Context: an optimization exercise on an open-source flow, tuned for small area and a short achievable clock period. The choices shown serve that exercise and are no tape-out recipe. Function was not checked in any run shown here: the RTL went through the layout flow alone. Power and IR drop assume default switching activity.

==> flow/design.v, too long to show whole: its modules and the start of the top module <==
// module csa_fa: 10 lines
// module csa_ha: 9 lines
// module csa_fx: 12 lines
// module csa_x2: 7 lines
// module filter_tap_loader: 20 lines
// module horizontal_filter: 970 lines
// module row_result_store: 31 lines
// module vertical_filter: 387 lines
// module conv_top: 53 lines
module conv_top (
	input  logic    clk,
	input  logic    rst_n,
	input  logic    filter_valid,
	input  logic    image_valid,
	input  conv_pkg::sample_t in_data,
	output logic    out_valid,
	output conv_pkg::result_t out_data
);
  // ...
==> flow/run.sh <==
#!/bin/bash
# synth_recipe.tcl (not shown) runs the flow's synth.tcl, then flattens the netlist and writes it again
# the make line also repeats each setting of config.mk as NAME=value (left out here)
make -C /OpenROAD-flow-scripts/flow DESIGN_CONFIG=/design/flow/config.mk WORK_HOME=/design/flow/orfs CLKGATE_MAP_FILE= SYNTH_SCRIPT=/design/flow/synth_recipe.tcl finish
==> flow/config.mk <==
export PLATFORM = sky130hd
export DESIGN_NAME = conv_top
export DESIGN_NICKNAME = conv_top
export VERILOG_FILES = /design/flow/design.v
export SDC_FILE = /design/flow/constraint.sdc
export NUM_CORES = 4
export LEC_CHECK = 0
export ABC_CLOCK_PERIOD_IN_PS = 2300
export CAP_MARGIN = 20
export CORE_MARGIN = 2
export CORE_UTILIZATION = 40
export CTS_BUF_LIST = sky130_fd_sc_hd__clkbuf_16
export CTS_CLUSTER_DIAMETER = 150
export CTS_CLUSTER_SIZE = 25
export SETUP_SLACK_MARGIN = 2.2
export SLEW_MARGIN = 20
export SYNTH_HIERARCHICAL = 1
==> flow/constraint.sdc <==
create_clock -name core_clock -period 4.5 [get_ports {clk}]
set_input_delay 0.9000 -clock core_clock [delete_from_list [all_inputs] [get_ports {clk}]]
set_output_delay 0.9000 -clock core_clock [all_outputs]
set_load 0.01 [all_outputs]
==> results.cfg, run 1 <==
[finish]
max_flop_register = u_row_result_store.dl
area.sequential_um2 = 9070
num-clock-buffers = 18
postLayoutCoreUtil_pct = 46.96
largest_reg_flops = 128
top_area_cell_class = registers
fin_cells = 1715
n_antenna_cell = 0

[sta]
finalSetupViolCount = 0
final_ws_setup_ns = 1.988
timing.slew.headroom_pct = 37.60
pin_slew_with_the_least_headroom_to_its_limit_ns = 0.9360

[power]
power.static_leakage_nw = 7.176
power.share.clock_pct = 12.2
power_mw = 14.53
netSwitchingFraction_pct = 37.08
combPwrFrac_pct = 50.6
power_report.internal_total_mw = 9.144

[placement]
hpwlAfterDp_mm = 22.13
dpl-instance-area_um2 = 17510

[worst_hold_path]
holdCritStartpoint = u_horizontal_filter.rt_s0[2]$_DFF_P_
holdPathStages = 0

[worst_setup_path]
critical_path_destination = u_horizontal_filter.rt_s0[38]$_DFF_P_
worst_path_bufs_invs = 1
setup.reg_to_reg.worst_slack_ns = 1.99
timing.setup.critical_path_class = reg -> reg
worst_ep_required_time_ns = 4.91
critical-path-max-stage-delay_ns = 0.48

[cts]
cts-hold-fix-buffers = 0
worstSkewPairLatency_ns = 0.53

[routing]
drt_pre_antenna_iters = 4
top_layer_used = met4
num_vias = 8026
detail_route.wirelength.met1_mm = 13.68

[synthesis]
synth_warnings = 12
syn-instance-count = 1091
syn-mean-instance-area_um2 = 15.13

[floorplan]
floorplan.die_area_um2 = 42900

[outcome]
status = no timing/DRC/antenna violations

[grt]
grt_most_used_layer = met2
==> module conv_top, before the edit <==
module conv_top (
	input  logic    clk,
	input  logic    rst_n,
	input  logic    filter_valid,
	input  logic    image_valid,
	input  conv_pkg::sample_t in_data,
	output logic    out_valid,
	output conv_pkg::result_t out_data
);
	localparam int COL_LAT = 3;
	localparam int ROW_LAT = 3;
	conv_pkg::sample_t [conv_pkg::TAPS-1:0] row_taps;
	conv_pkg::sample_t [conv_pkg::TAPS-1:0] col_taps;
	logic       res_flag;
	conv_pkg::sample_t [conv_pkg::TAPS-1:0] col_pix;
	conv_pkg::col_sum_t cs;
	logic [COL_LAT+ROW_LAT-1:0] res_pipe;
	filter_tap_loader u_filter_tap_loader (
		.clk          (clk),
		.filter_valid (filter_valid),
		.in_data      (in_data),
		.row_taps     (row_taps),
		.col_taps     (col_taps)
	);
	row_result_store u_row_result_store (
		.clk         (clk),
		.rst_n       (rst_n),
		.image_valid (image_valid),
		.in_data     (in_data),
		.res_flag    (res_flag),
		.col_pix     (col_pix)
	);
	vertical_filter u_vertical_filter (
		.clk       (clk),
		.col_pix   (col_pix),
		.col_taps  (col_taps),
		.cs        (cs)
	);
	horizontal_filter u_horizontal_filter (
		.clk       (clk),
		.cs        (cs),
		.row_taps  (row_taps),
		.out_data  (out_data)
	);
	always_ff @(posedge clk or negedge rst_n) begin
		if (!rst_n) begin
			res_pipe <= '0;
		end else begin
			res_pipe <= {res_pipe[COL_LAT+ROW_LAT-2:0], res_flag};
		end
	end
	assign out_valid = res_pipe[COL_LAT+ROW_LAT-1];
endmodule
==> run 2, diff against run 1 <==
--- a/flow/design.v
+++ b/flow/design.v
@@ -638,18 +638,19 @@
 	logic rt_n552;
 	logic rt_n553;
 	logic rt_n554;
 	logic rt_n555;
 	logic rt_n556;
 	logic rt_n557;
 	logic rt_n558;
 	logic rt_n559;
-	logic [56:0] rt_s0;
-	logic [23:0] rt_s1;
+	logic [85:0] rt_s0;
+	logic [36:0] rt_s1;
+	logic [23:0] rt_s2;
 	logic [14:0] rt_sum;
 	assign rt_n0 = ~(win[0][0] & row_taps[0][0]);
 	assign rt_n1 = ~(win[0][0] & row_taps[0][1]);
 	assign rt_n2 = ~(win[0][0] & row_taps[0][2]);
 	assign rt_n3 = ~(win[0][1] & row_taps[0][0]);
 	assign rt_n4 = ~(win[0][1] & row_taps[0][1]);
 	assign rt_n5 = ~(win[0][1] & row_taps[0][2]);
 	assign rt_n6 = ~(win[0][2] & row_taps[0][0]);
@@ -847,196 +848,199 @@
 	assign rt_n198 = win[4][9] & row_taps[4][1];
 	assign rt_n199 = win[4][9] & row_taps[4][2];
 	csa_fa u_rt_0 (.a(rt_n0), .b(rt_n40), .c(rt_n80), .s(rt_n200), .co(rt_n201));
 	csa_fa u_rt_1 (.a(rt_n120), .b(rt_n160), .c(rt_n200), .s(rt_n202), .co(rt_n203));
 	csa_fa u_rt_2 (.a(rt_n1), .b(rt_n3), .c(rt_n41), .s(rt_n204), .co(rt_n205));
 	csa_fa u_rt_3 (.a(rt_n43), .b(rt_n81), .c(rt_n83), .s(rt_n206), .co(rt_n207));
 	csa_fa u_rt_4 (.a(rt_n121), .b(rt_n123), .c(rt_n161), .s(rt_n208), .co(rt_n209));
 	csa_fa u_rt_5 (.a(rt_n163), .b(rt_n201), .c(rt_n204), .s(rt_n210), .co(rt_n211));
-	csa_fa u_rt_6 (.a(rt_n206), .b(rt_n208), .c(rt_n203), .s(rt_n212), .co(rt_n213));
+	csa_fx u_rt_6 (.a(rt_n206), .b(rt_n208), .c(rt_n203), .s(rt_n212), .co(rt_n213));
 	csa_fa u_rt_7 (.a(rt_n2), .b(rt_n4), .c(rt_n6), .s(rt_n214), .co(rt_n215));
 	csa_fa u_rt_8 (.a(rt_n42), .b(rt_n44), .c(rt_n46), .s(rt_n216), .co(rt_n217));
 	csa_fa u_rt_9 (.a(rt_n82), .b(rt_n84), .c(rt_n86), .s(rt_n218), .co(rt_n219));
 	csa_fa u_rt_10 (.a(rt_n122), .b(rt_n124), .c(rt_n126), .s(rt_n220), .co(rt_n221));
 	csa_fa u_rt_11 (.a(rt_n162), .b(rt_n164), .c(rt_n166), .s(rt_n222), .co(rt_n223));
 	csa_fa u_rt_12 (.a(rt_n205), .b(rt_n207), .c(rt_n209), .s(rt_n224), .co(rt_n225));
 	csa_fa u_rt_13 (.a(rt_n214), .b(rt_n216), .c(rt_n218), .s(rt_n226), .co(rt_n227));
-	csa_fa u_rt_14 (.a(rt_n220), .b(rt_n222), .c(rt_n211), .s(rt_n228), .co(rt_n229));
-	csa_fa u_rt_15 (.a(rt_n224), .b(rt_n226), .c(rt_n213), .s(rt_n230), .co(rt_n231));
-	csa_ha u_rt_16 (.a(rt_n5), .b(rt_n7), .s(rt_n232), .co(rt_n233));
-	csa_fa u_rt_17 (.a(rt_n9), .b(rt_n45), .c(rt_n47), .s(rt_n234), .co(rt_n235));
-	csa_fa u_rt_18 (.a(rt_n49), .b(rt_n85), .c(rt_n87), .s(rt_n236), .co(rt_n237));
-	csa_fa u_rt_19 (.a(rt_n89), .b(rt_n125), .c(rt_n127), .s(rt_n238), .co(rt_n239));
-	csa_fa u_rt_20 (.a(rt_n129), .b(rt_n165), .c(rt_n167), .s(rt_n240), .co(rt_n241));
-	csa_fa u_rt_21 (.a(rt_n169), .b(rt_n28), .c(rt_n68), .s(rt_n242), .co(rt_n243));
-	csa_fa u_rt_22 (.a(rt_n108), .b(rt_n148), .c(rt_n188), .s(rt_n244), .co(rt_n245));
-	csa_fa u_rt_23 (.a(rt_n232), .b(rt_n215), .c(rt_n217), .s(rt_n246), .co(rt_n247));
-	csa_fa u_rt_24 (.a(rt_n219), .b(rt_n221), .c(rt_n223), .s(rt_n248), .co(rt_n249));
-	csa_fa u_rt_25 (.a(rt_n234), .b(rt_n236), .c(rt_n238), .s(rt_n250), .co(rt_n251));
-	csa_fa u_rt_26 (.a(rt_n240), .b(rt_n242), .c(rt_n244), .s(rt_n252), .co(rt_n253));
-	csa_fa u_rt_27 (.a(rt_n225), .b(rt_n246), .c(rt_n227), .s(rt_n254), .co(rt_n255));
-	csa_fa u_rt_28 (.a(rt_n248), .b(rt_n250), .c(rt_n252), .s(rt_n256), .co(rt_n257));
-	csa_fa u_rt_29 (.a(rt_n8), .b(rt_n10), .c(rt_n12), .s(rt_n258), .co(rt_n259));
-	csa_fa u_rt_30 (.a(rt_n48), .b(rt_n50), .c(rt_n52), .s(rt_n260), .co(rt_n261));
-	csa_fa u_rt_31 (.a(rt_n88), .b(rt_n90), .c(rt_n92), .s(rt_n262), .co(rt_n263));
-	csa_fa u_rt_32 (.a(rt_n128), .b(rt_n130), .c(rt_n132), .s(rt_n264), .co(rt_n265));
-	csa_fa u_rt_33 (.a(rt_n168), .b(rt_n170), .c(rt_n172), .s(rt_n266), .co(rt_n267));
-	csa_fa u_rt_34 (.a(rt_n29), .b(rt_n69), .c(rt_n109), .s(rt_n268), .co(rt_n269));
-	csa_fa u_rt_35 (.a(rt_n149), .b(rt_n189), .c(rt_n233), .s(rt_n270), .co(rt_n271));
-	csa_fa u_rt_36 (.a(rt_n235), .b(rt_n237), .c(rt_n239), .s(rt_n272), .co(rt_n273));
-	csa_fa u_rt_37 (.a(rt_n241), .b(rt_n243), .c(rt_n245), .s(rt_n274), .co(rt_n275));
-	csa_fa u_rt_38 (.a(rt_n258), .b(rt_n260), .c(rt_n262), .s(rt_n276), .co(rt_n277));
-	csa_fa u_rt_39 (.a(rt_n264), .b(rt_n266), .c(rt_n268), .s(rt_n278), .co(rt_n279));
-	csa_fa u_rt_40 (.a(rt_n270), .b(rt_n247), .c(rt_n249), .s(rt_n280), .co(rt_n281));
-	csa_fa u_rt_41 (.a(rt_n251), .b(rt_n272), .c(rt_n253), .s(rt_n282), .co(rt_n283));
-	csa_fa u_rt_42 (.a(rt_n274), .b(rt_n276), .c(rt_n278), .s(rt_n284), .co(rt_n285));
-	csa_fx u_rt_43 (.a(rt_n280), .b(rt_n255), .c(rt_n257), .s(rt_n286), .co(rt_n287));
-	csa_ha u_rt_44 (.a(rt_n11), .b(rt_n13), .s(rt_n288), .co(rt_n289));
-	csa_fa u_rt_45 (.a(rt_n15), .b(rt_n51), .c(rt_n53), .s(rt_n290), .co(rt_n291));
-	csa_fa u_rt_46 (.a(rt_n55), .b(rt_n91), .c(rt_n93), .s(rt_n292), .co(rt_n293));
-	csa_fa u_rt_47 (.a(rt_n95), .b(rt_n131), .c(rt_n133), .s(rt_n294), .co(rt_n295));
-	csa_fa u_rt_48 (.a(rt_n135), .b(rt_n171), .c(rt_n173), .s(rt_n296), .co(rt_n297));
-	csa_fa u_rt_49 (.a(rt_n175), .b(rt_n30), .c(rt_n70), .s(rt_n298), .co(rt_n299));
-	csa_fa u_rt_50 (.a(rt_n110), .b(rt_n150), .c(rt_n190), .s(rt_n300), .co(rt_n301));
-	csa_fa u_rt_51 (.a(rt_n288), .b(rt_n259), .c(rt_n261), .s(rt_n302), .co(rt_n303));
-	csa_fa u_rt_52 (.a(rt_n263), .b(rt_n265), .c(rt_n267), .s(rt_n304), .co(rt_n305));
-	csa_fa u_rt_53 (.a(rt_n269), .b(rt_n290), .c(rt_n292), .s(rt_n306), .co(rt_n307));
-	csa_fa u_rt_54 (.a(rt_n294), .b(rt_n296), .c(rt_n271), .s(rt_n308), .co(rt_n309));
-	csa_fa u_rt_55 (.a(rt_n298), .b(rt_n300), .c(rt_n273), .s(rt_n310), .co(rt_n311));
-	csa_fa u_rt_56 (.a(rt_n275), .b(rt_n302), .c(rt_n277), .s(rt_n312), .co(rt_n313));
-	csa_fa u_rt_57 (.a(rt_n304), .b(rt_n279), .c(rt_n306), .s(rt_n314), .co(rt_n315));
-	csa_fx u_rt_58 (.a(rt_n308), .b(rt_n281), .c(rt_n310), .s(rt_n316), .co(rt_n317));
-	csa_fa u_rt_59 (.a(rt_n14), .b(rt_n16), .c(rt_n18), .s(rt_n318), .co(rt_n319));
-	csa_fa u_rt_60 (.a(rt_n54), .b(rt_n56), .c(rt_n58), .s(rt_n320), .co(rt_n321));
-	csa_fa u_rt_61 (.a(rt_n94), .b(rt_n96), .c(rt_n98), .s(rt_n322), .co(rt_n323));
-	csa_fa u_rt_62 (.a(rt_n134), .b(rt_n136), .c(rt_n138), .s(rt_n324), .co(rt_n325));
-	csa_fa u_rt_63 (.a(rt_n174), .b(rt_n176), .c(rt_n178), .s(rt_n326), .co(rt_n327));
-	csa_fa u_rt_64 (.a(rt_n31), .b(rt_n71), .c(rt_n111), .s(rt_n328), .co(rt_n329));
-	csa_fa u_rt_65 (.a(rt_n151), .b(rt_n191), .c(rt_n289), .s(rt_n330), .co(rt_n331));
-	csa_fa u_rt_66 (.a(rt_n291), .b(rt_n293), .c(rt_n295), .s(rt_n332), .co(rt_n333));
-	csa_fa u_rt_67 (.a(rt_n297), .b(rt_n299), .c(rt_n301), .s(rt_n334), .co(rt_n335));
-	csa_fa u_rt_68 (.a(rt_n318), .b(rt_n320), .c(rt_n322), .s(rt_n336), .co(rt_n337));
-	csa_fa u_rt_69 (.a(rt_n324), .b(rt_n326), .c(rt_n328), .s(rt_n338), .co(rt_n339));
-	csa_fa u_rt_70 (.a(rt_n330), .b(rt_n303), .c(rt_n305), .s(rt_n340), .co(rt_n341));
-	csa_fa u_rt_71 (.a(rt_n307), .b(rt_n309), .c(rt_n332), .s(rt_n342), .co(rt_n343));
-	csa_fa u_rt_72 (.a(rt_n334), .b(rt_n336), .c(rt_n338), .s(rt_n344), .co(rt_n345));
-	csa_fx u_rt_73 (.a(rt_n311), .b(rt_n340), .c(rt_n313), .s(rt_n346), .co(rt_n347));
-	csa_fa u_rt_74 (.a(rt_n17), .b(rt_n19), .c(rt_n21), .s(rt_n348), .co(rt_n349));
-	csa_fa u_rt_75 (.a(rt_n57), .b(rt_n59), .c(rt_n61), .s(rt_n350), .co(rt_n351));
-	csa_fa u_rt_76 (.a(rt_n97), .b(rt_n99), .c(rt_n101), .s(rt_n352), .co(rt_n353));
-	csa_fa u_rt_77 (.a(rt_n137), .b(rt_n139), .c(rt_n141), .s(rt_n354), .co(rt_n355));
-	csa_fa u_rt_78 (.a(rt_n177), .b(rt_n179), .c(rt_n181), .s(rt_n356), .co(rt_n357));
-	csa_fa u_rt_79 (.a(rt_n32), .b(rt_n72), .c(rt_n112), .s(rt_n358), .co(rt_n359));
-	csa_fa u_rt_80 (.a(rt_n152), .b(rt_n192), .c(rt_n319), .s(rt_n360), .co(rt_n361));
-	csa_fa u_rt_81 (.a(rt_n321), .b(rt_n323), .c(rt_n325), .s(rt_n362), .co(rt_n363));
-	csa_fa u_rt_82 (.a(rt_n327), .b(rt_n329), .c(rt_n348), .s(rt_n364), .co(rt_n365));
+	csa_fx u_rt_14 (.a(rt_n220), .b(rt_n222), .c(rt_n211), .s(rt_n228), .co(rt_n229));
+	csa_ha u_rt_15 (.a(rt_n5), .b(rt_n7), .s(rt_n230), .co(rt_n231));
+	csa_fa u_rt_16 (.a(rt_n9), .b(rt_n45), .c(rt_n47), .s(rt_n232), .co(rt_n233));
+	csa_fa u_rt_17 (.a(rt_n49), .b(rt_n85), .c(rt_n87), .s(rt_n234), .co(rt_n235));
+	csa_fa u_rt_18 (.a(rt_n89), .b(rt_n125), .c(rt_n127), .s(rt_n236), .co(rt_n237));
+	csa_fa u_rt_19 (.a(rt_n129), .b(rt_n165), .c(rt_n167), .s(rt_n238), .co(rt_n239));
+	csa_fa u_rt_20 (.a(rt_n169), .b(rt_n28), .c(rt_n68), .s(rt_n240), .co(rt_n241));
+	csa_fa u_rt_21 (.a(rt_n108), .b(rt_n148), .c(rt_n188), .s(rt_n242), .co(rt_n243));
+	csa_fa u_rt_22 (.a(rt_n230), .b(rt_n215), .c(rt_n217), .s(rt_n244), .co(rt_n245));
+	csa_fa u_rt_23 (.a(rt_n219), .b(rt_n221), .c(rt_n223), .s(rt_n246), .co(rt_n247));
+	csa_fa u_rt_24 (.a(rt_n232), .b(rt_n234), .c(rt_n236), .s(rt_n248), .co(rt_n249));
+	csa_fa u_rt_25 (.a(rt_n238), .b(rt_n240), .c(rt_n242), .s(rt_n250), .co(rt_n251));
+	csa_fa u_rt_26 (.a(rt_n8), .b(rt_n10), .c(rt_n12), .s(rt_n252), .co(rt_n253));
+	csa_fa u_rt_27 (.a(rt_n48), .b(rt_n50), .c(rt_n52), .s(rt_n254), .co(rt_n255));
+	csa_fa u_rt_28 (.a(rt_n88), .b(rt_n90), .c(rt_n92), .s(rt_n256), .co(rt_n257));
+	csa_fa u_rt_29 (.a(rt_n128), .b(rt_n130), .c(rt_n132), .s(rt_n258), .co(rt_n259));
+	csa_fa u_rt_30 (.a(rt_n168), .b(rt_n170), .c(rt_n172), .s(rt_n260), .co(rt_n261));
+	csa_fa u_rt_31 (.a(rt_n29), .b(rt_n69), .c(rt_n109), .s(rt_n262), .co(rt_n263));
+	csa_fa u_rt_32 (.a(rt_n149), .b(rt_n189), .c(rt_n231), .s(rt_n264), .co(rt_n265));
+	csa_fa u_rt_33 (.a(rt_n233), .b(rt_n235), .c(rt_n237), .s(rt_n266), .co(rt_n267));
+	csa_fa u_rt_34 (.a(rt_n239), .b(rt_n241), .c(rt_n243), .s(rt_n268), .co(rt_n269));
+	csa_fa u_rt_35 (.a(rt_n252), .b(rt_n254), .c(rt_n256), .s(rt_n270), .co(rt_n271));
+	csa_fa u_rt_36 (.a(rt_n258), .b(rt_n260), .c(rt_n262), .s(rt_n272), .co(rt_n273));
+	csa_fx u_rt_37 (.a(rt_n264), .b(rt_n245), .c(rt_n247), .s(rt_n274), .co(rt_n275));
+	csa_ha u_rt_38 (.a(rt_n11), .b(rt_n13), .s(rt_n276), .co(rt_n277));
+	csa_fa u_rt_39 (.a(rt_n15), .b(rt_n51), .c(rt_n53), .s(rt_n278), .co(rt_n279));
+	csa_fa u_rt_40 (.a(rt_n55), .b(rt_n91), .c(rt_n93), .s(rt_n280), .co(rt_n281));
+	csa_fa u_rt_41 (.a(rt_n95), .b(rt_n131), .c(rt_n133), .s(rt_n282), .co(rt_n283));
+	csa_fa u_rt_42 (.a(rt_n135), .b(rt_n171), .c(rt_n173), .s(rt_n284), .co(rt_n285));
+	csa_fa u_rt_43 (.a(rt_n175), .b(rt_n30), .c(rt_n70), .s(rt_n286), .co(rt_n287));
+	csa_fa u_rt_44 (.a(rt_n110), .b(rt_n150), .c(rt_n190), .s(rt_n288), .co(rt_n289));
+	csa_fa u_rt_45 (.a(rt_n276), .b(rt_n253), .c(rt_n255), .s(rt_n290), .co(rt_n291));
+	csa_fa u_rt_46 (.a(rt_n257), .b(rt_n259), .c(rt_n261), .s(rt_n292), .co(rt_n293));
+	csa_fa u_rt_47 (.a(rt_n263), .b(rt_n278), .c(rt_n280), .s(rt_n294), .co(rt_n295));
+	csa_fa u_rt_48 (.a(rt_n282), .b(rt_n284), .c(rt_n265), .s(rt_n296), .co(rt_n297));
+	csa_fx u_rt_49 (.a(rt_n286), .b(rt_n288), .c(rt_n267), .s(rt_n298), .co(rt_n299));
+	csa_fa u_rt_50 (.a(rt_n14), .b(rt_n16), .c(rt_n18), .s(rt_n300), .co(rt_n301));
+	csa_fa u_rt_51 (.a(rt_n54), .b(rt_n56), .c(rt_n58), .s(rt_n302), .co(rt_n303));
+	csa_fa u_rt_52 (.a(rt_n94), .b(rt_n96), .c(rt_n98), .s(rt_n304), .co(rt_n305));
+	csa_fa u_rt_53 (.a(rt_n134), .b(rt_n136), .c(rt_n138), .s(rt_n306), .co(rt_n307));
+	csa_fa u_rt_54 (.a(rt_n174), .b(rt_n176), .c(rt_n178), .s(rt_n308), .co(rt_n309));
+	csa_fa u_rt_55 (.a(rt_n31), .b(rt_n71), .c(rt_n111), .s(rt_n310), .co(rt_n311));
+	csa_fa u_rt_56 (.a(rt_n151), .b(rt_n191), .c(rt_n277), .s(rt_n312), .co(rt_n313));
+	csa_fa u_rt_57 (.a(rt_n279), .b(rt_n281), .c(rt_n283), .s(rt_n314), .co(rt_n315));
+	csa_fa u_rt_58 (.a(rt_n285), .b(rt_n287), .c(rt_n289), .s(rt_n316), .co(rt_n317));
+	csa_fa u_rt_59 (.a(rt_n300), .b(rt_n302), .c(rt_n304), .s(rt_n318), .co(rt_n319));
+	csa_fa u_rt_60 (.a(rt_n306), .b(rt_n308), .c(rt_n310), .s(rt_n320), .co(rt_n321));
+	csa_fx u_rt_61 (.a(rt_n312), .b(rt_n291), .c(rt_n293), .s(rt_n322), .co(rt_n323));
+	csa_fa u_rt_62 (.a(rt_n17), .b(rt_n19), .c(rt_n21), .s(rt_n324), .co(rt_n325));
+	csa_fa u_rt_63 (.a(rt_n57), .b(rt_n59), .c(rt_n61), .s(rt_n326), .co(rt_n327));
+	csa_fa u_rt_64 (.a(rt_n97), .b(rt_n99), .c(rt_n101), .s(rt_n328), .co(rt_n329));
+	csa_fa u_rt_65 (.a(rt_n137), .b(rt_n139), .c(rt_n141), .s(rt_n330), .co(rt_n331));
+	csa_fa u_rt_66 (.a(rt_n177), .b(rt_n179), .c(rt_n181), .s(rt_n332), .co(rt_n333));
+	csa_fa u_rt_67 (.a(rt_n32), .b(rt_n72), .c(rt_n112), .s(rt_n334), .co(rt_n335));
+	csa_fa u_rt_68 (.a(rt_n152), .b(rt_n192), .c(rt_n301), .s(rt_n336), .co(rt_n337));
+	csa_fa u_rt_69 (.a(rt_n303), .b(rt_n305), .c(rt_n307), .s(rt_n338), .co(rt_n339));
+	csa_fa u_rt_70 (.a(rt_n309), .b(rt_n311), .c(rt_n324), .s(rt_n340), .co(rt_n341));
+	csa_fa u_rt_71 (.a(rt_n326), .b(rt_n328), .c(rt_n330), .s(rt_n342), .co(rt_n343));
+	csa_fa u_rt_72 (.a(rt_n332), .b(rt_n313), .c(rt_n334), .s(rt_n344), .co(rt_n345));
+	csa_fx u_rt_73 (.a(rt_n315), .b(rt_n317), .c(rt_n336), .s(rt_n346), .co(rt_n347));
+	csa_fa u_rt_74 (.a(rt_n20), .b(rt_n22), .c(rt_n24), .s(rt_n348), .co(rt_n349));
+	csa_fa u_rt_75 (.a(rt_n60), .b(rt_n62), .c(rt_n64), .s(rt_n350), .co(rt_n351));
+	csa_fa u_rt_76 (.a(rt_n100), .b(rt_n102), .c(rt_n104), .s(rt_n352), .co(rt_n353));
+	csa_fa u_rt_77 (.a(rt_n140), .b(rt_n142), .c(rt_n144), .s(rt_n354), .co(rt_n355));
+	csa_fa u_rt_78 (.a(rt_n180), .b(rt_n182), .c(rt_n184), .s(rt_n356), .co(rt_n357));
+	csa_fa u_rt_79 (.a(rt_n33), .b(rt_n73), .c(rt_n113), .s(rt_n358), .co(rt_n359));
+	csa_fa u_rt_80 (.a(rt_n153), .b(rt_n193), .c(rt_n325), .s(rt_n360), .co(rt_n361));
+	csa_fa u_rt_81 (.a(rt_n327), .b(rt_n329), .c(rt_n331), .s(rt_n362), .co(rt_n363));
+	csa_fa u_rt_82 (.a(rt_n333), .b(rt_n335), .c(rt_n348), .s(rt_n364), .co(rt_n365));
 	csa_fa u_rt_83 (.a(rt_n350), .b(rt_n352), .c(rt_n354), .s(rt_n366), .co(rt_n367));
-	csa_fa u_rt_84 (.a(rt_n356), .b(rt_n331), .c(rt_n358), .s(rt_n368), .co(rt_n369));
-	csa_fa u_rt_85 (.a(rt_n333), .b(rt_n335), .c(rt_n360), .s(rt_n370), .co(rt_n371));
-	csa_fa u_rt_86 (.a(rt_n337), .b(rt_n362), .c(rt_n339), .s(rt_n372), .co(rt_n373));
-	csa_fa u_rt_87 (.a(rt_n364), .b(rt_n366), .c(rt_n368), .s(rt_n374), .co(rt_n375));
-	csa_fx u_rt_88 (.a(rt_n341), .b(rt_n343), .c(rt_n370), .s(rt_n376), .co(rt_n377));
-	csa_fa u_rt_89 (.a(rt_n20), .b(rt_n22), .c(rt_n24), .s(rt_n378), .co(rt_n379));
-	csa_fa u_rt_90 (.a(rt_n60), .b(rt_n62), .c(rt_n64), .s(rt_n380), .co(rt_n381));
-	csa_fa u_rt_91 (.a(rt_n100), .b(rt_n102), .c(rt_n104), .s(rt_n382), .co(rt_n383));
-	csa_fa u_rt_92 (.a(rt_n140), .b(rt_n142), .c(rt_n144), .s(rt_n384), .co(rt_n385));
-	csa_fa u_rt_93 (.a(rt_n180), .b(rt_n182), .c(rt_n184), .s(rt_n386), .co(rt_n387));
-	csa_fa u_rt_94 (.a(rt_n33), .b(rt_n73), .c(rt_n113), .s(rt_n388), .co(rt_n389));
-	csa_fa u_rt_95 (.a(rt_n153), .b(rt_n193), .c(rt_n349), .s(rt_n390), .co(rt_n391));
-	csa_fa u_rt_96 (.a(rt_n351), .b(rt_n353), .c(rt_n355), .s(rt_n392), .co(rt_n393));
-	csa_fa u_rt_97 (.a(rt_n357), .b(rt_n359), .c(rt_n378), .s(rt_n394), .co(rt_n395));
-	csa_fa u_rt_98 (.a(rt_n380), .b(rt_n382), .c(rt_n384), .s(rt_n396), .co(rt_n397));
-	csa_fa u_rt_99 (.a(rt_n386), .b(rt_n388), .c(rt_n361), .s(rt_n398), .co(rt_n399));
-	csa_fa u_rt_100 (.a(rt_n363), .b(rt_n390), .c(rt_n365), .s(rt_n400), .co(rt_n401));
-	csa_fa u_rt_101 (.a(rt_n367), .b(rt_n392), .c(rt_n369), .s(rt_n402), .co(rt_n403));
-	csa_fa u_rt_102 (.a(rt_n394), .b(rt_n396), .c(rt_n371), .s(rt_n404), .co(rt_n405));
-	csa_fx u_rt_103 (.a(rt_n398), .b(rt_n373), .c(rt_n400), .s(rt_n406), .co(rt_n407));
-	csa_ha u_rt_104 (.a(rt_n23), .b(rt_n25), .s(rt_n408), .co(rt_n409));
-	csa_fa u_rt_105 (.a(rt_n63), .b(rt_n65), .c(rt_n103), .s(rt_n410), .co(rt_n411));
-	csa_fa u_rt_106 (.a(rt_n105), .b(rt_n143), .c(rt_n145), .s(rt_n412), .co(rt_n413));
-	csa_fa u_rt_107 (.a(rt_n183), .b(rt_n185), .c(rt_n34), .s(rt_n414), .co(rt_n415));
-	csa_fa u_rt_108 (.a(rt_n37), .b(rt_n74), .c(rt_n77), .s(rt_n416), .co(rt_n417));
-	csa_fa u_rt_109 (.a(rt_n114), .b(rt_n117), .c(rt_n154), .s(rt_n418), .co(rt_n419));
-	csa_fa u_rt_110 (.a(rt_n157), .b(rt_n194), .c(rt_n197), .s(rt_n420), .co(rt_n421));
-	csa_fa u_rt_111 (.a(rt_n408), .b(rt_n379), .c(rt_n381), .s(rt_n422), .co(rt_n423));
-	csa_fa u_rt_112 (.a(rt_n383), .b(rt_n385), .c(rt_n387), .s(rt_n424), .co(rt_n425));
-	csa_fa u_rt_113 (.a(rt_n389), .b(rt_n410), .c(rt_n412), .s(rt_n426), .co(rt_n427));
-	csa_fa u_rt_114 (.a(rt_n414), .b(rt_n416), .c(rt_n418), .s(rt_n428), .co(rt_n429));
-	csa_fa u_rt_115 (.a(rt_n420), .b(rt_n391), .c(rt_n393), .s(rt_n430), .co(rt_n431));
-	csa_fa u_rt_116 (.a(rt_n395), .b(rt_n422), .c(rt_n397), .s(rt_n432), .co(rt_n433));
-	csa_fa u_rt_117 (.a(rt_n424), .b(rt_n426), .c(rt_n428), .s(rt_n434), .co(rt_n435));
-	csa_fx u_rt_118 (.a(rt_n399), .b(rt_n401), .c(rt_n430), .s(rt_n436), .co(rt_n437));
-	csa_fa u_rt_119 (.a(rt_n26), .b(rt_n66), .c(rt_n106), .s(rt_n438), .co(rt_n439));
-	csa_fa u_rt_120 (.a(rt_n146), .b(rt_n186), .c(rt_n35), .s(rt_n440), .co(rt_n441));
-	csa_fa u_rt_121 (.a(rt_n38), .b(rt_n75), .c(rt_n78), .s(rt_n442), .co(rt_n443));
-	csa_fa u_rt_122 (.a(rt_n115), .b(rt_n118), .c(rt_n155), .s(rt_n444), .co(rt_n445));
-	csa_fa u_rt_123 (.a(rt_n158), .b(rt_n195), .c(rt_n198), .s(rt_n446), .co(rt_n447));
-	csa_fa u_rt_124 (.a(rt_n409), .b(rt_n411), .c(rt_n413), .s(rt_n448), .co(rt_n449));
-	csa_fa u_rt_125 (.a(rt_n415), .b(rt_n417), .c(rt_n419), .s(rt_n450), .co(rt_n451));
-	csa_fa u_rt_126 (.a(rt_n421), .b(rt_n438), .c(rt_n440), .s(rt_n452), .co(rt_n453));
-	csa_fa u_rt_127 (.a(rt_n442), .b(rt_n444), .c(rt_n446), .s(rt_n454), .co(rt_n455));
-	csa_fa u_rt_128 (.a(rt_n423), .b(rt_n425), .c(rt_n427), .s(rt_n456), .co(rt_n457));
-	csa_fa u_rt_129 (.a(rt_n448), .b(rt_n429), .c(rt_n450), .s(rt_n458), .co(rt_n459));
-	csa_fa u_rt_130 (.a(rt_n452), .b(rt_n454), .c(rt_n431), .s(rt_n460), .co(rt_n461));
-	csa_ha u_rt_131 (.a(rt_n36), .b(rt_n39), .s(rt_n462), .co(rt_n463));
-	csa_fa u_rt_132 (.a(rt_n76), .b(rt_n79), .c(rt_n116), .s(rt_n464), .co(rt_n465));
-	csa_fa u_rt_133 (.a(rt_n119), .b(rt_n156), .c(rt_n159), .s(rt_n466), .co(rt_n467));
-	csa_fa u_rt_134 (.a(rt_n196), .b(rt_n199), .c(rt_n462), .s(rt_n468), .co(rt_n469));
-	csa_fa u_rt_135 (.a(rt_n439), .b(rt_n441), .c(rt_n443), .s(rt_n470), .co(rt_n471));
-	csa_fa u_rt_136 (.a(rt_n445), .b(rt_n447), .c(rt_n464), .s(rt_n472), .co(rt_n473));
-	csa_fa u_rt_137 (.a(rt_n466), .b(rt_n449), .c(rt_n468), .s(rt_n474), .co(rt_n475));
-	csa_fa u_rt_138 (.a(rt_n451), .b(rt_n453), .c(rt_n470), .s(rt_n476), .co(rt_n477));
-	csa_fa u_rt_139 (.a(rt_n455), .b(rt_n472), .c(rt_n457), .s(rt_n478), .co(rt_n479));
-	csa_fx u_rt_140 (.a(rt_n474), .b(rt_n459), .c(rt_n476), .s(rt_n480), .co(rt_n481));
-	csa_fa u_rt_141 (.a(rt_n27), .b(rt_n67), .c(rt_n107), .s(rt_n482), .co(rt_n483));
-	csa_fa u_rt_142 (.a(rt_n147), .b(rt_n187), .c(rt_n463), .s(rt_n484), .co(rt_n485));
-	csa_fa u_rt_143 (.a(rt_n465), .b(rt_n467), .c(rt_n482), .s(rt_n486), .co(rt_n487));
-	csa_fa u_rt_144 (.a(rt_n469), .b(rt_n484), .c(rt_n471), .s(rt_n488), .co(rt_n489));
-	csa_fa u_rt_145 (.a(rt_n473), .b(rt_n486), .c(rt_n475), .s(rt_n490), .co(rt_n491));
-	csa_ha u_rt_146 (.a(rt_n483), .b(rt_n485), .s(rt_n492), .co(rt_n493));
-	csa_fa u_rt_147 (.a(rt_n487), .b(rt_n492), .c(rt_n489), .s(rt_n494), .co(rt_n495));
-	csa_fa u_rt_148 (.a(rt_s0[5]), .b(rt_s0[6]), .c(rt_s0[7]), .s(rt_n496), .co(rt_n497));
-	csa_fa u_rt_149 (.a(rt_s0[9]), .b(rt_s0[10]), .c(rt_s0[11]), .s(rt_n498), .co(rt_n499));
-	csa_fa u_rt_150 (.a(rt_s0[12]), .b(rt_s0[13]), .c(rt_s0[14]), .s(rt_n500), .co(rt_n501));
-	csa_fa u_rt_151 (.a(rt_s0[15]), .b(rt_s0[16]), .c(rt_s0[17]), .s(rt_n502), .co(rt_n503));
-	csa_fa u_rt_152 (.a(rt_n499), .b(rt_n500), .c(rt_n502), .s(rt_n504), .co(rt_n505));
-	csa_fa u_rt_153 (.a(rt_s0[18]), .b(rt_s0[19]), .c(rt_s0[20]), .s(rt_n506), .co(rt_n507));
-	csa_fa u_rt_154 (.a(rt_s0[21]), .b(rt_s0[22]), .c(rt_n501), .s(rt_n508), .co(rt_n509));
-	csa_fa u_rt_155 (.a(rt_n503), .b(rt_n506), .c(rt_n508), .s(rt_n510), .co(rt_n511));
-	csa_fa u_rt_156 (.a(rt_s0[23]), .b(rt_s0[24]), .c(rt_s0[25]), .s(rt_n512), .co(rt_n513));
-	csa_fa u_rt_157 (.a(rt_s0[26]), .b(rt_s0[27]), .c(rt_n507), .s(rt_n514), .co(rt_n515));
-	csa_fa u_rt_158 (.a(rt_n512), .b(rt_n509), .c(rt_n514), .s(rt_n516), .co(rt_n517));
-	csa_fa u_rt_159 (.a(rt_s0[28]), .b(rt_s0[29]), .c(rt_s0[30]), .s(rt_n518), .co(rt_n519));
-	csa_fa u_rt_160 (.a(rt_s0[31]), .b(rt_s0[32]), .c(rt_n513), .s(rt_n520), .co(rt_n521));
-	csa_fa u_rt_161 (.a(rt_n518), .b(rt_n515), .c(rt_n520), .s(rt_n522), .co(rt_n523));
-	csa_fa u_rt_162 (.a(rt_s0[33]), .b(rt_s0[34]), .c(rt_s0[35]), .s(rt_n524), .co(rt_n525));
-	csa_fa u_rt_163 (.a(rt_s0[36]), .b(rt_s0[37]), .c(rt_s0[38]), .s(rt_n526), .co(rt_n527));
-	csa_fa u_rt_164 (.a(rt_n519), .b(rt_n524), .c(rt_n526), .s(rt_n528), .co(rt_n529));
-	csa_fa u_rt_165 (.a(rt_n521), .b(rt_n528), .c(rt_n523), .s(rt_n530), .co(rt_n531));
-	csa_fa u_rt_166 (.a(rt_s0[39]), .b(rt_s0[40]), .c(rt_s0[41]), .s(rt_n532), .co(rt_n533));
-	csa_fa u_rt_167 (.a(rt_s0[42]), .b(rt_s0[43]), .c(rt_s0[44]), .s(rt_n534), .co(rt_n535));
-	csa_fa u_rt_168 (.a(rt_n525), .b(rt_n527), .c(rt_n532), .s(rt_n536), .co(rt_n537));
-	csa_fa u_rt_169 (.a(rt_n534), .b(rt_n529), .c(rt_n536), .s(rt_n538), .co(rt_n539));
-	csa_fa u_rt_170 (.a(rt_s0[45]), .b(rt_s0[46]), .c(rt_s0[47]), .s(rt_n540), .co(rt_n541));
-	csa_fa u_rt_171 (.a(rt_n533), .b(rt_n535), .c(rt_n540), .s(rt_n542), .co(rt_n543));
-	csa_fa u_rt_172 (.a(rt_n537), .b(rt_n542), .c(rt_n539), .s(rt_n544), .co(rt_n545));
-	csa_fa u_rt_173 (.a(rt_s0[48]), .b(rt_s0[49]), .c(rt_s0[50]), .s(rt_n546), .co(rt_n547));
-	csa_fa u_rt_174 (.a(rt_s0[51]), .b(rt_s0[52]), .c(rt_n541), .s(rt_n548), .co(rt_n549));
-	csa_fa u_rt_175 (.a(rt_n546), .b(rt_n543), .c(rt_n548), .s(rt_n550), .co(rt_n551));
-	csa_fa u_rt_176 (.a(rt_s0[53]), .b(rt_s0[54]), .c(rt_n547), .s(rt_n552), .co(rt_n553));
-	csa_fa u_rt_177 (.a(rt_n549), .b(rt_n552), .c(rt_n551), .s(rt_n554), .co(rt_n555));
-	csa_ha u_rt_178 (.a(rt_s0[55]), .b(rt_s0[56]), .s(rt_n556), .co(rt_n557));
-	csa_fx u_rt_179 (.a(rt_n556), .b(rt_n553), .c(rt_n555), .s(rt_n558), .co(rt_n559));
-	assign rt_sum = {~rt_s1[23], ~rt_s1[22], ~rt_s1[20], ~rt_s1[19], ~rt_s1[17], ~rt_s1[16], ~rt_s1[14], ~rt_s1[12], ~rt_s1[10], ~rt_s1[9], ~rt_s1[7], ~rt_s1[5], ~rt_s1[3], ~rt_s1[1], ~rt_s1[0]} + {1'b0, 1'b0, ~rt_s1[21], 1'b0, ~rt_s1[18], 1'b0, ~rt_s1[15], ~rt_s1[13], ~rt_s1[11], 1'b0, ~rt_s1[8], ~rt_s1[6], ~rt_s1[4], ~rt_s1[2], 1'b0};
+	csa_fa u_rt_84 (.a(rt_n356), .b(rt_n358), .c(rt_n337), .s(rt_n368), .co(rt_n369));
+	csa_ha u_rt_85 (.a(rt_n23), .b(rt_n25), .s(rt_n370), .co(rt_n371));
+	csa_fa u_rt_86 (.a(rt_n63), .b(rt_n65), .c(rt_n103), .s(rt_n372), .co(rt_n373));
+	csa_fa u_rt_87 (.a(rt_n105), .b(rt_n143), .c(rt_n145), .s(rt_n374), .co(rt_n375));
+	csa_fa u_rt_88 (.a(rt_n183), .b(rt_n185), .c(rt_n34), .s(rt_n376), .co(rt_n377));
+	csa_fa u_rt_89 (.a(rt_n37), .b(rt_n74), .c(rt_n77), .s(rt_n378), .co(rt_n379));
+	csa_fa u_rt_90 (.a(rt_n114), .b(rt_n117), .c(rt_n154), .s(rt_n380), .co(rt_n381));
+	csa_fa u_rt_91 (.a(rt_n157), .b(rt_n194), .c(rt_n197), .s(rt_n382), .co(rt_n383));
+	csa_fa u_rt_92 (.a(rt_n370), .b(rt_n349), .c(rt_n351), .s(rt_n384), .co(rt_n385));
+	csa_fa u_rt_93 (.a(rt_n353), .b(rt_n355), .c(rt_n357), .s(rt_n386), .co(rt_n387));
+	csa_fa u_rt_94 (.a(rt_n359), .b(rt_n372), .c(rt_n374), .s(rt_n388), .co(rt_n389));
+	csa_fa u_rt_95 (.a(rt_n376), .b(rt_n378), .c(rt_n380), .s(rt_n390), .co(rt_n391));
+	csa_fx u_rt_96 (.a(rt_n382), .b(rt_n361), .c(rt_n363), .s(rt_n392), .co(rt_n393));
+	csa_fa u_rt_97 (.a(rt_n26), .b(rt_n66), .c(rt_n106), .s(rt_n394), .co(rt_n395));
+	csa_fa u_rt_98 (.a(rt_n146), .b(rt_n186), .c(rt_n35), .s(rt_n396), .co(rt_n397));
+	csa_fa u_rt_99 (.a(rt_n38), .b(rt_n75), .c(rt_n78), .s(rt_n398), .co(rt_n399));
+	csa_fa u_rt_100 (.a(rt_n115), .b(rt_n118), .c(rt_n155), .s(rt_n400), .co(rt_n401));
+	csa_fa u_rt_101 (.a(rt_n158), .b(rt_n195), .c(rt_n198), .s(rt_n402), .co(rt_n403));
+	csa_fa u_rt_102 (.a(rt_n371), .b(rt_n373), .c(rt_n375), .s(rt_n404), .co(rt_n405));
+	csa_fa u_rt_103 (.a(rt_n377), .b(rt_n379), .c(rt_n381), .s(rt_n406), .co(rt_n407));
+	csa_fa u_rt_104 (.a(rt_n383), .b(rt_n394), .c(rt_n396), .s(rt_n408), .co(rt_n409));
+	csa_fa u_rt_105 (.a(rt_n398), .b(rt_n400), .c(rt_n402), .s(rt_n410), .co(rt_n411));
+	csa_fx u_rt_106 (.a(rt_n385), .b(rt_n387), .c(rt_n389), .s(rt_n412), .co(rt_n413));
+	csa_ha u_rt_107 (.a(rt_n36), .b(rt_n39), .s(rt_n414), .co(rt_n415));
+	csa_fa u_rt_108 (.a(rt_n76), .b(rt_n79), .c(rt_n116), .s(rt_n416), .co(rt_n417));
+	csa_fa u_rt_109 (.a(rt_n119), .b(rt_n156), .c(rt_n159), .s(rt_n418), .co(rt_n419));
+	csa_fa u_rt_110 (.a(rt_n196), .b(rt_n199), .c(rt_n414), .s(rt_n420), .co(rt_n421));
+	csa_fa u_rt_111 (.a(rt_n395), .b(rt_n397), .c(rt_n399), .s(rt_n422), .co(rt_n423));
+	csa_fa u_rt_112 (.a(rt_n401), .b(rt_n403), .c(rt_n416), .s(rt_n424), .co(rt_n425));
+	csa_fx u_rt_113 (.a(rt_n418), .b(rt_n405), .c(rt_n420), .s(rt_n426), .co(rt_n427));
+	csa_fa u_rt_114 (.a(rt_n27), .b(rt_n67), .c(rt_n107), .s(rt_n428), .co(rt_n429));
+	csa_fa u_rt_115 (.a(rt_n147), .b(rt_n187), .c(rt_n415), .s(rt_n430), .co(rt_n431));
+	csa_fa u_rt_116 (.a(rt_n417), .b(rt_n419), .c(rt_n428), .s(rt_n432), .co(rt_n433));
+	csa_fx u_rt_117 (.a(rt_n421), .b(rt_n430), .c(rt_n423), .s(rt_n434), .co(rt_n435));
+	csa_ha u_rt_118 (.a(rt_n429), .b(rt_n431), .s(rt_n436), .co(rt_n437));
+	csa_fa u_rt_119 (.a(rt_s0[3]), .b(rt_s0[4]), .c(rt_s0[5]), .s(rt_n438), .co(rt_n439));
+	csa_fa u_rt_120 (.a(rt_s0[7]), .b(rt_s0[8]), .c(rt_s0[9]), .s(rt_n440), .co(rt_n441));
+	csa_fa u_rt_121 (.a(rt_s0[10]), .b(rt_s0[11]), .c(rt_s0[12]), .s(rt_n442), .co(rt_n443));
+	csa_fa u_rt_122 (.a(rt_s0[13]), .b(rt_n439), .c(rt_n440), .s(rt_n444), .co(rt_n445));
+	csa_fa u_rt_123 (.a(rt_s0[14]), .b(rt_s0[15]), .c(rt_s0[16]), .s(rt_n446), .co(rt_n447));
+	csa_fa u_rt_124 (.a(rt_s0[17]), .b(rt_s0[18]), .c(rt_s0[19]), .s(rt_n448), .co(rt_n449));
+	csa_fa u_rt_125 (.a(rt_s0[20]), .b(rt_n441), .c(rt_n443), .s(rt_n450), .co(rt_n451));
+	csa_fa u_rt_126 (.a(rt_n446), .b(rt_n448), .c(rt_n445), .s(rt_n452), .co(rt_n453));
+	csa_fa u_rt_127 (.a(rt_s0[21]), .b(rt_s0[22]), .c(rt_s0[23]), .s(rt_n454), .co(rt_n455));
+	csa_fa u_rt_128 (.a(rt_s0[24]), .b(rt_s0[25]), .c(rt_s0[26]), .s(rt_n456), .co(rt_n457));
+	csa_fa u_rt_129 (.a(rt_s0[27]), .b(rt_s0[28]), .c(rt_s0[29]), .s(rt_n458), .co(rt_n459));
+	csa_fa u_rt_130 (.a(rt_n447), .b(rt_n449), .c(rt_n454), .s(rt_n460), .co(rt_n461));
+	csa_fa u_rt_131 (.a(rt_n456), .b(rt_n458), .c(rt_n451), .s(rt_n462), .co(rt_n463));
+	csa_fa u_rt_132 (.a(rt_s0[30]), .b(rt_s0[31]), .c(rt_s0[32]), .s(rt_n464), .co(rt_n465));
+	csa_fa u_rt_133 (.a(rt_s0[33]), .b(rt_s0[34]), .c(rt_s0[35]), .s(rt_n466), .co(rt_n467));
+	csa_fa u_rt_134 (.a(rt_s0[36]), .b(rt_s0[37]), .c(rt_n455), .s(rt_n468), .co(rt_n469));
+	csa_fa u_rt_135 (.a(rt_n457), .b(rt_n459), .c(rt_n464), .s(rt_n470), .co(rt_n471));
+	csa_fa u_rt_136 (.a(rt_n466), .b(rt_n461), .c(rt_n468), .s(rt_n472), .co(rt_n473));
+	csa_fa u_rt_137 (.a(rt_s0[38]), .b(rt_s0[39]), .c(rt_s0[40]), .s(rt_n474), .co(rt_n475));
+	csa_fa u_rt_138 (.a(rt_s0[41]), .b(rt_s0[42]), .c(rt_s0[43]), .s(rt_n476), .co(rt_n477));
+	csa_fa u_rt_139 (.a(rt_s0[44]), .b(rt_s0[45]), .c(rt_n465), .s(rt_n478), .co(rt_n479));
+	csa_fa u_rt_140 (.a(rt_n467), .b(rt_n474), .c(rt_n476), .s(rt_n480), .co(rt_n481));
+	csa_fa u_rt_141 (.a(rt_n469), .b(rt_n471), .c(rt_n478), .s(rt_n482), .co(rt_n483));
+	csa_fa u_rt_142 (.a(rt_s0[46]), .b(rt_s0[47]), .c(rt_s0[48]), .s(rt_n484), .co(rt_n485));
+	csa_fa u_rt_143 (.a(rt_s0[49]), .b(rt_s0[50]), .c(rt_s0[51]), .s(rt_n486), .co(rt_n487));
+	csa_fa u_rt_144 (.a(rt_s0[52]), .b(rt_s0[53]), .c(rt_s0[54]), .s(rt_n488), .co(rt_n489));
+	csa_fa u_rt_145 (.a(rt_s0[55]), .b(rt_n475), .c(rt_n477), .s(rt_n490), .co(rt_n491));
+	csa_fa u_rt_146 (.a(rt_n484), .b(rt_n486), .c(rt_n488), .s(rt_n492), .co(rt_n493));
+	csa_fa u_rt_147 (.a(rt_n479), .b(rt_n481), .c(rt_n490), .s(rt_n494), .co(rt_n495));
+	csa_fa u_rt_148 (.a(rt_s0[56]), .b(rt_s0[57]), .c(rt_s0[58]), .s(rt_n496), .co(rt_n497));
+	csa_fa u_rt_149 (.a(rt_s0[59]), .b(rt_s0[60]), .c(rt_s0[61]), .s(rt_n498), .co(rt_n499));
+	csa_fa u_rt_150 (.a(rt_s0[62]), .b(rt_s0[63]), .c(rt_n485), .s(rt_n500), .co(rt_n501));
+	csa_fa u_rt_151 (.a(rt_n487), .b(rt_n489), .c(rt_n496), .s(rt_n502), .co(rt_n503));
+	csa_fa u_rt_152 (.a(rt_n498), .b(rt_n491), .c(rt_n500), .s(rt_n504), .co(rt_n505));
+	csa_fa u_rt_153 (.a(rt_s0[64]), .b(rt_s0[65]), .c(rt_s0[66]), .s(rt_n506), .co(rt_n507));
+	csa_fa u_rt_154 (.a(rt_s0[67]), .b(rt_s0[68]), .c(rt_s0[69]), .s(rt_n508), .co(rt_n509));
+	csa_fa u_rt_155 (.a(rt_s0[70]), .b(rt_n497), .c(rt_n499), .s(rt_n510), .co(rt_n511));
+	csa_fa u_rt_156 (.a(rt_n506), .b(rt_n508), .c(rt_n501), .s(rt_n512), .co(rt_n513));
+	csa_fx u_rt_157 (.a(rt_n503), .b(rt_n510), .c(rt_n512), .s(rt_n514), .co(rt_n515));
+	csa_fa u_rt_158 (.a(rt_s0[71]), .b(rt_s0[72]), .c(rt_s0[73]), .s(rt_n516), .co(rt_n517));
+	csa_fa u_rt_159 (.a(rt_s0[74]), .b(rt_s0[75]), .c(rt_s0[76]), .s(rt_n518), .co(rt_n519));
+	csa_fa u_rt_160 (.a(rt_s0[77]), .b(rt_n507), .c(rt_n509), .s(rt_n520), .co(rt_n521));
+	csa_fa u_rt_161 (.a(rt_n516), .b(rt_n518), .c(rt_n511), .s(rt_n522), .co(rt_n523));
+	csa_fa u_rt_162 (.a(rt_s0[78]), .b(rt_s0[79]), .c(rt_s0[80]), .s(rt_n524), .co(rt_n525));
+	csa_fa u_rt_163 (.a(rt_s0[81]), .b(rt_n517), .c(rt_n519), .s(rt_n526), .co(rt_n527));
+	csa_fa u_rt_164 (.a(rt_n524), .b(rt_n521), .c(rt_n526), .s(rt_n528), .co(rt_n529));
+	csa_fa u_rt_165 (.a(rt_s0[82]), .b(rt_s0[83]), .c(rt_s0[84]), .s(rt_n530), .co(rt_n531));
+	csa_fa u_rt_166 (.a(rt_n525), .b(rt_n530), .c(rt_n527), .s(rt_n532), .co(rt_n533));
+	csa_ha u_rt_167 (.a(rt_s0[85]), .b(rt_n531), .s(rt_n534), .co(rt_n535));
+	csa_fa u_rt_168 (.a(rt_s1[9]), .b(rt_s1[10]), .c(rt_s1[11]), .s(rt_n536), .co(rt_n537));
+	csa_fa u_rt_169 (.a(rt_s1[12]), .b(rt_s1[13]), .c(rt_s1[14]), .s(rt_n538), .co(rt_n539));
+	csa_fa u_rt_170 (.a(rt_s1[15]), .b(rt_s1[16]), .c(rt_s1[17]), .s(rt_n540), .co(rt_n541));
+	csa_fa u_rt_171 (.a(rt_s1[18]), .b(rt_s1[19]), .c(rt_s1[20]), .s(rt_n542), .co(rt_n543));
+	csa_fa u_rt_172 (.a(rt_s1[21]), .b(rt_s1[22]), .c(rt_s1[23]), .s(rt_n544), .co(rt_n545));
+	csa_fa u_rt_173 (.a(rt_s1[24]), .b(rt_n543), .c(rt_n544), .s(rt_n546), .co(rt_n547));
+	csa_fa u_rt_174 (.a(rt_s1[25]), .b(rt_s1[26]), .c(rt_n545), .s(rt_n548), .co(rt_n549));
+	csa_fa u_rt_175 (.a(rt_s1[27]), .b(rt_s1[28]), .c(rt_s1[29]), .s(rt_n550), .co(rt_n551));
+	csa_fa u_rt_176 (.a(rt_s1[30]), .b(rt_n550), .c(rt_n549), .s(rt_n552), .co(rt_n553));
+	csa_fa u_rt_177 (.a(rt_s1[31]), .b(rt_s1[32]), .c(rt_n551), .s(rt_n554), .co(rt_n555));
+	csa_fa u_rt_178 (.a(rt_s1[33]), .b(rt_s1[34]), .c(rt_n555), .s(rt_n556), .co(rt_n557));
+	csa_fx u_rt_179 (.a(rt_s1[35]), .b(rt_s1[36]), .c(rt_n557), .s(rt_n558), .co(rt_n559));
+	assign rt_sum = {~rt_s2[23], ~rt_s2[22], ~rt_s2[20], ~rt_s2[19], ~rt_s2[17], ~rt_s2[16], ~rt_s2[14], ~rt_s2[12], ~rt_s2[10], ~rt_s2[9], ~rt_s2[7], ~rt_s2[5], ~rt_s2[3], ~rt_s2[1], ~rt_s2[0]} + {1'b0, 1'b0, ~rt_s2[21], 1'b0, ~rt_s2[18], 1'b0, ~rt_s2[15], ~rt_s2[13], ~rt_s2[11], 1'b0, ~rt_s2[8], ~rt_s2[6], ~rt_s2[4], ~rt_s2[2], 1'b0};
 	always_ff @(posedge clk) begin
-		rt_s0 <= {rt_n495, rt_n493, rt_n494, rt_n491, rt_n481, rt_n490, rt_n479, rt_n477, rt_n488, rt_n480, rt_n478, rt_n461, rt_n460, rt_n437, rt_n458, rt_n435, rt_n456, rt_n433, rt_n407, rt_n436, rt_n405, rt_n434, rt_n432, rt_n403, rt_n406, rt_n404, rt_n377, rt_n402, rt_n375, rt_n376, rt_n347, rt_n374, rt_n372, rt_n345, rt_n346, rt_n344, rt_n317, rt_n342, rt_n315, rt_n287, rt_n316, rt_n314, rt_n285, rt_n312, rt_n283, rt_n286, rt_n284, rt_n282, rt_n231, rt_n256, rt_n254, rt_n229, rt_n230, rt_n228, rt_n212, rt_n210, rt_n202};
+		rt_s0 <= {rt_n437, rt_n435, rt_n436, rt_n433, rt_n427, rt_n434, rt_n432, rt_n425, rt_n413, rt_n426, rt_n424, rt_n411, rt_n422, rt_n409, rt_n407, rt_n412, rt_n393, rt_n410, rt_n408, rt_n406, rt_n391, rt_n404, rt_n392, rt_n369, rt_n390, rt_n388, rt_n386, rt_n367, rt_n384, rt_n365, rt_n368, rt_n347, rt_n366, rt_n364, rt_n345, rt_n362, rt_n343, rt_n341, rt_n360, rt_n339, rt_n346, rt_n323, rt_n344, rt_n342, rt_n340, rt_n321, rt_n338, rt_n319, rt_n322, rt_n320, rt_n299, rt_n318, rt_n316, rt_n314, rt_n297, rt_n295, rt_n275, rt_n296, rt_n294, rt_n298, rt_n273, rt_n292, rt_n271, rt_n290, rt_n269, rt_n274, rt_n272, rt_n270, rt_n268, rt_n251, rt_n266, rt_n249, rt_n229, rt_n250, rt_n248, rt_n246, rt_n227, rt_n244, rt_n225, rt_n213, rt_n228, rt_n226, rt_n224, rt_n212, rt_n210, rt_n202};
 	end
 	always_ff @(posedge clk) begin
-		rt_s1 <= {rt_n558, rt_n554, rt_n550, rt_n545, rt_n544, rt_n538, rt_n531, rt_n530, rt_n522, rt_n517, rt_n516, rt_n511, rt_n510, rt_n505, rt_n504, rt_n498, rt_n497, rt_n496, rt_s0[8], rt_s0[4], rt_s0[3], rt_s0[2], rt_s0[1], rt_s0[0]};
+		rt_s1 <= {rt_n534, rt_n533, rt_n532, rt_n529, rt_n528, rt_n523, rt_n515, rt_n522, rt_n513, rt_n520, rt_n514, rt_n505, rt_n504, rt_n495, rt_n502, rt_n493, rt_n494, rt_n483, rt_n492, rt_n482, rt_n473, rt_n480, rt_n472, rt_n463, rt_n470, rt_n462, rt_n453, rt_n460, rt_n452, rt_n450, rt_n444, rt_n442, rt_n438, rt_s0[6], rt_s0[2], rt_s0[1], rt_s0[0]};
+	end
+	always_ff @(posedge clk) begin
+		rt_s2 <= {rt_n558, rt_n556, rt_n554, rt_n553, rt_n552, rt_n548, rt_n547, rt_n546, rt_n542, rt_n541, rt_n540, rt_n539, rt_n538, rt_n537, rt_n536, rt_s1[8], rt_s1[7], rt_s1[6], rt_s1[5], rt_s1[4], rt_s1[3], rt_s1[2], rt_s1[1], rt_s1[0]};
 	end
 	always_ff @(posedge clk) begin
 		out_data <= {rt_sum[14], rt_sum};
 	end
 endmodule
 `timescale 1ns/10ps
 module row_result_store (
 	input  logic    clk,
@@ -1463,17 +1467,17 @@
 	input  logic    rst_n,
 	input  logic    filter_valid,
 	input  logic    image_valid,
 	input  conv_pkg::sample_t in_data,
 	output logic    out_valid,
 	output conv_pkg::result_t out_data
 );
 	localparam int COL_LAT = 3;
-	localparam int ROW_LAT = 3;
+	localparam int ROW_LAT = 4;
 	conv_pkg::sample_t [conv_pkg::TAPS-1:0] row_taps;
 	conv_pkg::sample_t [conv_pkg::TAPS-1:0] col_taps;
 	logic       res_flag;
 	conv_pkg::sample_t [conv_pkg::TAPS-1:0] col_pix;
 	conv_pkg::col_sum_t cs;
 	logic [COL_LAT+ROW_LAT-1:0] res_pipe;
 	filter_tap_loader u_filter_tap_loader (
 		.clk          (clk),
==> results.cfg, run 2 <==
[finish]
finish.net_count = 1504
syn_to_final_growth_pct = 11.95
postLayoutCoreUtil_pct = 45.36
largest_reg_flops = 128
layout_commonest_cell = sky130_fd_sc_hd__dfxtp_1
design_area_um2 = 20010
area.sequential_um2 = 10420
fillers = 3936
max_flop_register = u_row_result_store.dl
n_antenna_cell = 0
layout.cells.most_common_list = 251 x sky130_fd_sc_hd__dfxtp_1, 188 x sky130_fd_sc_hd__nand2_1, 182 x sky130_fd_sc_hd__fa_1
layout_top_registers = u_row_result_store.dl: 128 flops, u_horizontal_filter.rt_s0: 86 flops
share_of_final_layout_standard_cells_stronger_than_drive_strength_1_pct = 14.38
area_of_the_multi_input_gates_um2 = 7336

[cts]
path_clk_slew_ns = 0.10
cts_root_buf = sky130_fd_sc_hd__clkbuf_16
cts_buffer_depth = 3
htreeDepth = 1
sinks_on_clock_net = 433
worstSkewPairLatency_ns = 0.56
cts_tree = yes
cts-hold-fix-buffers = 0
cts_inserted_buffers = 21

[placement]
routabilityCongestion = 0.8456
dpl-instance-area_um2 = 18740
port_buffers = 24
pre_cts_ws_ns = 1.118
hpwlAfterDp_mm = 22.34

[sta]
pin_slew_with_the_least_headroom_to_its_limit_ns = 0.9378
timing.slew.headroom_pct = 37.48
rsz0062_at_grt = true
timing.hold.ws_ns = 0.3321
final-hold-violation-count = 0
totalNegativeSetupSlack_ns = 0
finalSetupViolCount = 0
min_period_over_period_pct = 52.27
final_skew_ns = 0.02029
fin_crit_ns = 2.352
finalMaxSlewViolations = 0
final_ws_setup_ns = 2.148
timing.fmax_mhz = 425.2

[worst_setup_path]
critical_path.max_fanout = 5
critical_path.endpoint_type = register
timing.setup.critical_path_class = reg -> reg
worst_ep_required_time_ns = 4.95
critical_path.startpoint_type = register
worstPathArrival_ns = 2.81

[routing]
ant_nets = 0
vias_per_cell = 4.611
routedWlPerCell_um = 17.26
drt_pre_antenna_iters = 5
initial_drc_count = 589
route.detailed.drc = 0
num_vias = 8535
routed_wirelength_mm = 31.95

[grt]
grt.overflow.total = 0
grt_pass1_wl_mm = 50.51
first_global_vias = 9224
number_of_antenna_violations_at_the_first_check_in_global_routing = 1
grt_start_max_net_pins = 65
grt.total_usage_pct = 14.01

[outcome]
status = no timing/DRC/antenna violations

[power]
max-vdd-ir-drop_v = 0.0003351
power.static_leakage_nw = 7.681
pwr_density_cell_nw_per_um2 = 705.1

[floorplan]
floorplan.die_area_um2 = 46400
placementRows = 77
die_width_um = 215.4
ios = 25
die-height_um = 215.4
initial_core_util_pct = 40.51
coreArea_um2 = 44120

[synthesis]
syn-instance-count = 1166
synth_net_count = 1421
synth_warnings = 12
syn-mean-instance-area_um2 = 15.33
synth_area_um2 = 17880

[worst_hold_path]
hold_path.class = reg -> reg

[job]
drv_cap = 0
[run 2: final cells by class]
class / count / share of cell area, %
clock buffers: 21 / 2.626
inverters: 32 / 0.6001
multi-input cells: 665 / 36.65
clock inverters: 12 / 0.3313
repair buffers: 96 / 4.045
well taps: 592 / 3.701
flip-flops and latches: 433 / 52.04
[run 2: report_power, final]
group	switching [mW]	internal, mW	total (mW)
logic	2.93	2.69	5.62
clock network	1.21	0.868	2.08
registers	0.829	5.58	6.41
[run 2: what timing repair did]
item / 4_1_cts / 5_1_grt
hold endpoints to repair: 0 / 0
gates resized for setup: 56 / 21
setup endpoints to repair: 48 / 20
cloned: 0 / 0
buffers inserted: 43 / 27
pin swaps: 21 / 25
[run 2: worst max-delay path, stage by stage, from the launching register on]
cell and delay (ns):
sky130_fd_sc_hd__edfxtp_1 0.49, sky130_fd_sc_hd__nand2_1 0.14, sky130_fd_sc_hd__fa_1 0.47, sky130_fd_sc_hd__fa_2 0.39, sky130_fd_sc_hd__fa_2 0.39, sky130_fd_sc_hd__xor2_2 0.16
sky130_fd_sc_hd__a22o_1 0.20
[run 2: metal layers]
layer	vias to the layer above	global-route usage, %	routed length [um]
met5	-	0	7
met4	2	3.678	824
met3	68	2.100	1371
met2	210	23.51	15260
met1	4347	19.17	14490
li1	3908	-	-
[run 2: final timing paths]
| path | from | to | slack (ns) | depth (start not counted) |
|---|---|---|---|---|
| min | u_horizontal_filter.rt_s1[1]$_DFF_P_ | u_horizontal_filter.rt_s2[1]$_DFF_P_ | 0.33 | 0 |
| min reg2reg | u_horizontal_filter.rt_s1[1]$_DFF_P_ | u_horizontal_filter.rt_s2[1]$_DFF_P_ | 0.33 | 0 |
| min in group asynchronous | rst_n | u_row_result_store.pix_pos[1]$_DFFE_PN0P_ | 0.71 | 1 |
| max reg2reg | u_filter_tap_loader.sr[6]$_DFFE_PP_ | u_vertical_filter.ct_s0[18]$_DFF_P_ | 2.15 | 6 |
| max in group asynchronous | rst_n | res_pipe[2]$_DFF_PN0_ | 3.43 | 1 |
| max | u_filter_tap_loader.sr[6]$_DFFE_PP_ | u_vertical_filter.ct_s0[18]$_DFF_P_ | 2.15 | 6 |
[run 2: metrics by stage]
step,power (mW),std cells
2_1_floorplan,10.23,1166
3_3_place_gp,12.08,1748
3_5_place_dp,12.22,1748
4_1_cts,14.32,1824
5_1_grt,15.41,1851
6_report,14.11,1851

[afterwards: timing with drivers on the ports]
Ports are ideal in the flow. The routed layouts listed here were re-timed in OpenROAD.
Step 1 assumes that a clkbuf_16 drives the clock port and a buf_2 every other input.
Step 2 times the ports against the registers' clock, not the clock port: input delays grow and output delays shrink by t, the midpoint of the rising clock arrivals with the driver on.
Three values: ideal, step 1, step 2; two values: the first two.
run	t, ns	setup WS [ns]	worst setup path after step 2	latest minus earliest clock arrival (ns)
run 1	0.572	1.988 / 1.988 / 1.612	input to register	0.024 / 0.024
run 2	0.598	2.148 / 2.148 / 1.624	input to register	0.029 / 0.030
After both steps every run listed still meets setup and hold. The setup slack of run 2, which loses most, moves by 0.000 ns with the drivers and by -0.524 ns with both steps.
